This is an optimization exercise on Yosys and OpenROAD, whose aim is small area and a short achievable clock period, not a production implementation.
Function was checked by simulation only, so behaviour that the tests miss may differ from the original.
Power is estimated from default activity; no workload was simulated.

== lane 1 ==
==> flow/design.v <==
module scope_capture (
  input  logic        clk,
  input  logic        reset,
  input  logic [11:0] sin_in,
  input  logic [11:0] cos_in,
  input  logic [11:0] squ_in,
  input  logic [11:0] saw_in,
  input  logic [1:0]  sel,
  input  logic [11:0] trig_level,
  input  logic        trig_slope,
  input  logic [7:0]  decim,
  input  logic        arm,
  input  logic        abort,
  output logic        busy,
  output logic        done,
  input  logic [7:0]  rd_addr,
  output logic [11:0] rd_data
);
  logic        busy_q, done_q, capt_q;
  logic [1:0]  sel_q;
  logic [11:0] level_q;
  logic        slope_q;
  logic [7:0]  decim_q;
  logic [7:0]  rem_q;       
  logic        zero_q;      
  logic [7:0]  wptr_q;
  logic        rise_q;      
  logic        fall_q;      
  logic [11:0] chan [4];
  assign chan[0] = sin_in;
  assign chan[1] = cos_in;
  assign chan[2] = squ_in;
  assign chan[3] = saw_in;
  logic [3:0] ge, le;
  always_comb begin
    for (int c = 0; c < 4; c++) begin
      ge[c] = (chan[c] >= level_q);
      le[c] = (chan[c] <= level_q);
    end
  end
  logic [11:0] cur;
  logic        cur_ge, cur_le;
  assign cur    = chan[sel_q];
  assign cur_ge = ge[sel_q];
  assign cur_le = le[sel_q];
  logic strobe, hit, last, arm_ok;
  assign strobe = busy_q & zero_q;
  assign hit    = (rise_q & cur_ge) | (fall_q & cur_le);
  assign last   = &wptr_q;
  assign arm_ok = arm & ~abort & ~busy_q;
  always_ff @(posedge clk or negedge reset) begin
    if (!reset) begin
      busy_q <= 1'b0;
      done_q <= 1'b0;
      capt_q <= 1'b0;
    end else if (abort) begin
      busy_q <= 1'b0;
      done_q <= 1'b0;
      capt_q <= 1'b0;
    end else if (arm_ok) begin
      busy_q <= 1'b1;
      done_q <= 1'b0;
      capt_q <= 1'b0;
    end else if (strobe) begin
      if (!capt_q) begin
        if (hit) capt_q <= 1'b1;
      end else if (last) begin
        busy_q <= 1'b0;
        done_q <= 1'b1;
        capt_q <= 1'b0;
      end
    end
  end
  always_ff @(posedge clk) begin
    if (arm_ok) begin
      sel_q   <= sel;
      level_q <= trig_level;
      slope_q <= trig_slope;
      decim_q <= decim;
      rem_q   <= decim;
      zero_q  <= (decim == 8'd0);
      wptr_q  <= 8'd0;
      rise_q  <= 1'b0;
      fall_q  <= 1'b0;
    end else if (!abort && busy_q) begin
      if (zero_q) begin
        rem_q  <= decim_q;
        zero_q <= (decim_q == 8'd0);
        if (!capt_q) begin
          rise_q <= slope_q & ~cur_ge;
          fall_q <= ~slope_q & ~cur_le;
          if (hit) wptr_q <= 8'd1;
        end else if (!last) begin
          wptr_q <= wptr_q + 8'd1;
        end
      end else begin
        rem_q  <= rem_q - 8'd1;
        zero_q <= (rem_q == 8'd1);
      end
    end
  end
  logic        pend_q;
  logic [7:0]  paddr_q;
  logic [11:0] pdata_q;     
  always_ff @(posedge clk) begin
    pend_q  <= ~abort & strobe & (capt_q | hit);
    paddr_q <= wptr_q;
    pdata_q <= ~cur;
  end
  logic [11:0]  mem_q [256];
  logic [255:0] we;
  always_comb begin
    for (int k = 0; k < 256; k++) we[k] = pend_q & (paddr_q == 8'(k));
  end
  always_ff @(posedge clk) begin
    for (int k = 0; k < 256; k++)
      if (we[k]) mem_q[k] <= pdata_q;
  end
  logic [15:0] rsel_lo [4];
  logic [15:0] rsel_hi;
  for (genvar c = 0; c < 4; c++) begin : g_plo
    scope_dec4 u_dec (.a(rd_addr[3:0]), .y(rsel_lo[c]));
  end
  scope_dec4 u_dec_hi (.a(rd_addr[7:4]), .y(rsel_hi));
  logic [255:0] rsel_n;
  for (genvar k = 0; k < 256; k++) begin : g_sel
    scope_nand2 u_sel (.a(rsel_hi[k / 16]), .b(rsel_lo[k / 64][k % 16]), .y(rsel_n[k]));
  end
  logic byp;
  assign byp = pend_q & (paddr_q == rd_addr);
  logic [11:0] rd_d;
  for (genvar b = 0; b < 12; b++) begin : g_rd
    logic [127:0] p0;
    for (genvar g = 0; g < 128; g++) begin : g_leaf
      scope_o22ai u_leaf (
        .a1(rsel_n[2*g]),   .a2(mem_q[2*g][b]),
        .b1(rsel_n[2*g+1]), .b2(mem_q[2*g+1][b]),
        .y (p0[g])
      );
    end
    logic [63:0] n1;
    logic [15:0] p2;
    logic [7:0]  n3;
    logic [3:0]  p4;
    logic [1:0]  n5;
    logic        t6;
    for (genvar i = 0; i < 64; i++) begin : g_l1
      scope_nor2 u (.a(p0[2*i]), .b(p0[2*i+1]), .y(n1[i]));
    end
    for (genvar i = 0; i < 16; i++) begin : g_l2
      scope_nand4 u (.a(n1[4*i]), .b(n1[4*i+1]), .c(n1[4*i+2]), .d(n1[4*i+3]), .y(p2[i]));
    end
    for (genvar i = 0; i < 8; i++) begin : g_l3
      scope_nor2 u (.a(p2[2*i]), .b(p2[2*i+1]), .y(n3[i]));
    end
    for (genvar i = 0; i < 4; i++) begin : g_l4
      scope_nand2 u (.a(n3[2*i]), .b(n3[2*i+1]), .y(p4[i]));
    end
    for (genvar i = 0; i < 2; i++) begin : g_l5
      scope_nor2 u (.a(p4[2*i]), .b(p4[2*i+1]), .y(n5[i]));
    end
    scope_a21oi u_l6 (.a1(n5[0]), .a2(n5[1]), .b1(byp), .y(t6));
    scope_a21o  u_l7 (.a1(byp), .a2(~pdata_q[b]), .b1(t6), .y(rd_d[b]));
  end
  logic [11:0] rd_q;
  always_ff @(posedge clk or negedge reset) begin
    if (!reset) rd_q <= 12'd0;
    else        rd_q <= rd_d;
  end
  assign busy    = busy_q;
  assign done    = done_q;
  assign rd_data = rd_q;
endmodule
module scope_o22ai (input logic a1, a2, b1, b2, output logic y);
  assign y = ~((a1 | a2) & (b1 | b2));
endmodule
module scope_nand2 (input logic a, b, output logic y);
  assign y = ~(a & b);
endmodule
module scope_nor2 (input logic a, b, output logic y);
  assign y = ~(a | b);
endmodule
module scope_nand4 (input logic a, b, c, d, output logic y);
  assign y = ~(a & b & c & d);
endmodule
module scope_a21oi (input logic a1, a2, b1, output logic y);
  assign y = ~((a1 & a2) | b1);
endmodule
module scope_a21o (input logic a1, a2, b1, output logic y);
  assign y = (a1 & a2) | b1;
endmodule
module scope_dec4 (input logic [3:0] a, output logic [15:0] y);
  always_comb begin
    for (int i = 0; i < 16; i++) y[i] = (a == 4'(i));
  end
endmodule
Settings: LEC_CHECK=0, CAP_MARGIN=20, CORE_MARGIN=2, CORE_UTILIZATION=60, CTS_CLUSTER_DIAMETER=60, CTS_CLUSTER_SIZE=25, SETUP_SLACK_MARGIN=2.4, SLEW_MARGIN=60, SYNTH_HIERARCHICAL=1, SYNTH_MINIMUM_KEEP_SIZE=0; clock period 5.0 ns.
run.sh (not shown) runs the stock make flow with config.mk's settings and CLKGATE_MAP_FILE= SYNTH_SCRIPT=/design/flow/synth_recipe.tcl, a recipe that flattens the netlist after the stock synthesis.
#### Input delta (lane 2 over lane 1)
--- a/flow/design.v
+++ b/flow/design.v
@@ -119,13 +119,9 @@
   logic [15:0] rsel_lo [4];
   logic [15:0] rsel_hi;
   for (genvar c = 0; c < 4; c++) begin : g_plo
-    scope_dec4 u_dec (.a(rd_addr[3:0]), .y(rsel_lo[c]));
+    scope_dec4n u_dec (.a(rd_addr[3:0]), .y(rsel_lo[c]));
   end
   scope_dec4 u_dec_hi (.a(rd_addr[7:4]), .y(rsel_hi));
-  logic [255:0] rsel_n;
-  for (genvar k = 0; k < 256; k++) begin : g_sel
-    scope_nand2 u_sel (.a(rsel_hi[k / 16]), .b(rsel_lo[k / 64][k % 16]), .y(rsel_n[k]));
-  end
   logic byp;
   assign byp = pend_q & (paddr_q == rd_addr);
   logic [11:0] rd_d;
@@ -133,8 +129,8 @@
     logic [127:0] p0;
     for (genvar g = 0; g < 128; g++) begin : g_leaf
       scope_o22ai u_leaf (
-        .a1(rsel_n[2*g]),   .a2(mem_q[2*g][b]),
-        .b1(rsel_n[2*g+1]), .b2(mem_q[2*g+1][b]),
+        .a1(rsel_lo[g / 32][(2*g) % 16]),   .a2(mem_q[2*g][b]),
+        .b1(rsel_lo[g / 32][(2*g+1) % 16]), .b2(mem_q[2*g+1][b]),
         .y (p0[g])
       );
     end
@@ -145,7 +141,7 @@
     logic [1:0]  n5;
     logic        t6;
     for (genvar i = 0; i < 64; i++) begin : g_l1
-      scope_nor2 u (.a(p0[2*i]), .b(p0[2*i+1]), .y(n1[i]));
+      scope_o21ai u (.a1(p0[2*i]), .a2(p0[2*i+1]), .b1(rsel_hi[i / 4]), .y(n1[i]));
     end
     for (genvar i = 0; i < 16; i++) begin : g_l2
       scope_nand4 u (.a(n1[4*i]), .b(n1[4*i+1]), .c(n1[4*i+2]), .d(n1[4*i+3]), .y(p2[i]));
@@ -183,12 +179,20 @@
 module scope_nand4 (input logic a, b, c, d, output logic y);
   assign y = ~(a & b & c & d);
 endmodule
+module scope_o21ai (input logic a1, a2, b1, output logic y);
+  assign y = ~((a1 | a2) & b1);
+endmodule
 module scope_a21oi (input logic a1, a2, b1, output logic y);
   assign y = ~((a1 & a2) | b1);
 endmodule
 module scope_a21o (input logic a1, a2, b1, output logic y);
   assign y = (a1 & a2) | b1;
 endmodule
+module scope_dec4n (input logic [3:0] a, output logic [15:0] y);
+  always_comb begin
+    for (int i = 0; i < 16; i++) y[i] = ~(a == 4'(i));
+  end
+endmodule
 module scope_dec4 (input logic [3:0] a, output logic [15:0] y);
   always_comb begin
     for (int i = 0; i < 16; i++) y[i] = (a == 4'(i));
- Count of inserted antenna diode cells delta for lane 2 relative to lane 1: 7 lower
- [compare] base=lane 1 new=lane 2: clock network fraction of total power moved down; switching portion of total power +0.68 points; global-route usage now sits higher.
- Lane 2 did not stop at any stage, and its layout met the timing, design-rule and antenna checks.
- Delta (lane 2 minus lane 1): post-route clock period utilization decreased by 1.1 points relative to the old numbers, final instance area increased by 0.0033 sq mm relative to the old numbers, multiplexer share of the synthesized area closely matched the old numbers.
- The higher pin count of the biggest net entering global routing came out of lane 2.
- Status: clock distribution power parity (lane 1, lane 2)
- Combinational share of power was higher in lane 2 than in lane 1.

-- what the ideal ports hide --
No port has a modelled driver above. Below, the same layouts with a new extraction and two added sets of constraints. Step 1 (the two cells are an assumption about what drives the block):
set clk [get_ports {clk}]
set_driving_cell -lib_cell sky130_fd_sc_hd__clkbuf_16 $clk
set_driving_cell -lib_cell sky130_fd_sc_hd__buf_2 [delete_from_list [all_inputs] $clk]
Step 2, shift: input delay + t, output delay - t, t = (earliest + latest rising clock arrival at the registers) / 2. This alone moves slack from input paths to output paths. Three values: ideal ports, drivers, drivers and shift; two values: the first two.
| run | shift t [ns] | setup WS [ns] | hold slack, ns | worst setup path at the end |
|---|---|---|---|---|
| lane 1 | 0.957 | 2.176 / 2.020 / 1.063 | 0.017 / -0.048 / 0.403 | input to register |
| lane 2 | 0.960 | 2.231 / 2.035 / 1.075 | 0.398 / 0.398 / 0.398 | input to register |
After both steps setup and hold are still met in every run listed. The setup slack of lane 2, which loses most, moves by -0.196 ns with the drivers and by -1.156 ns with both steps.
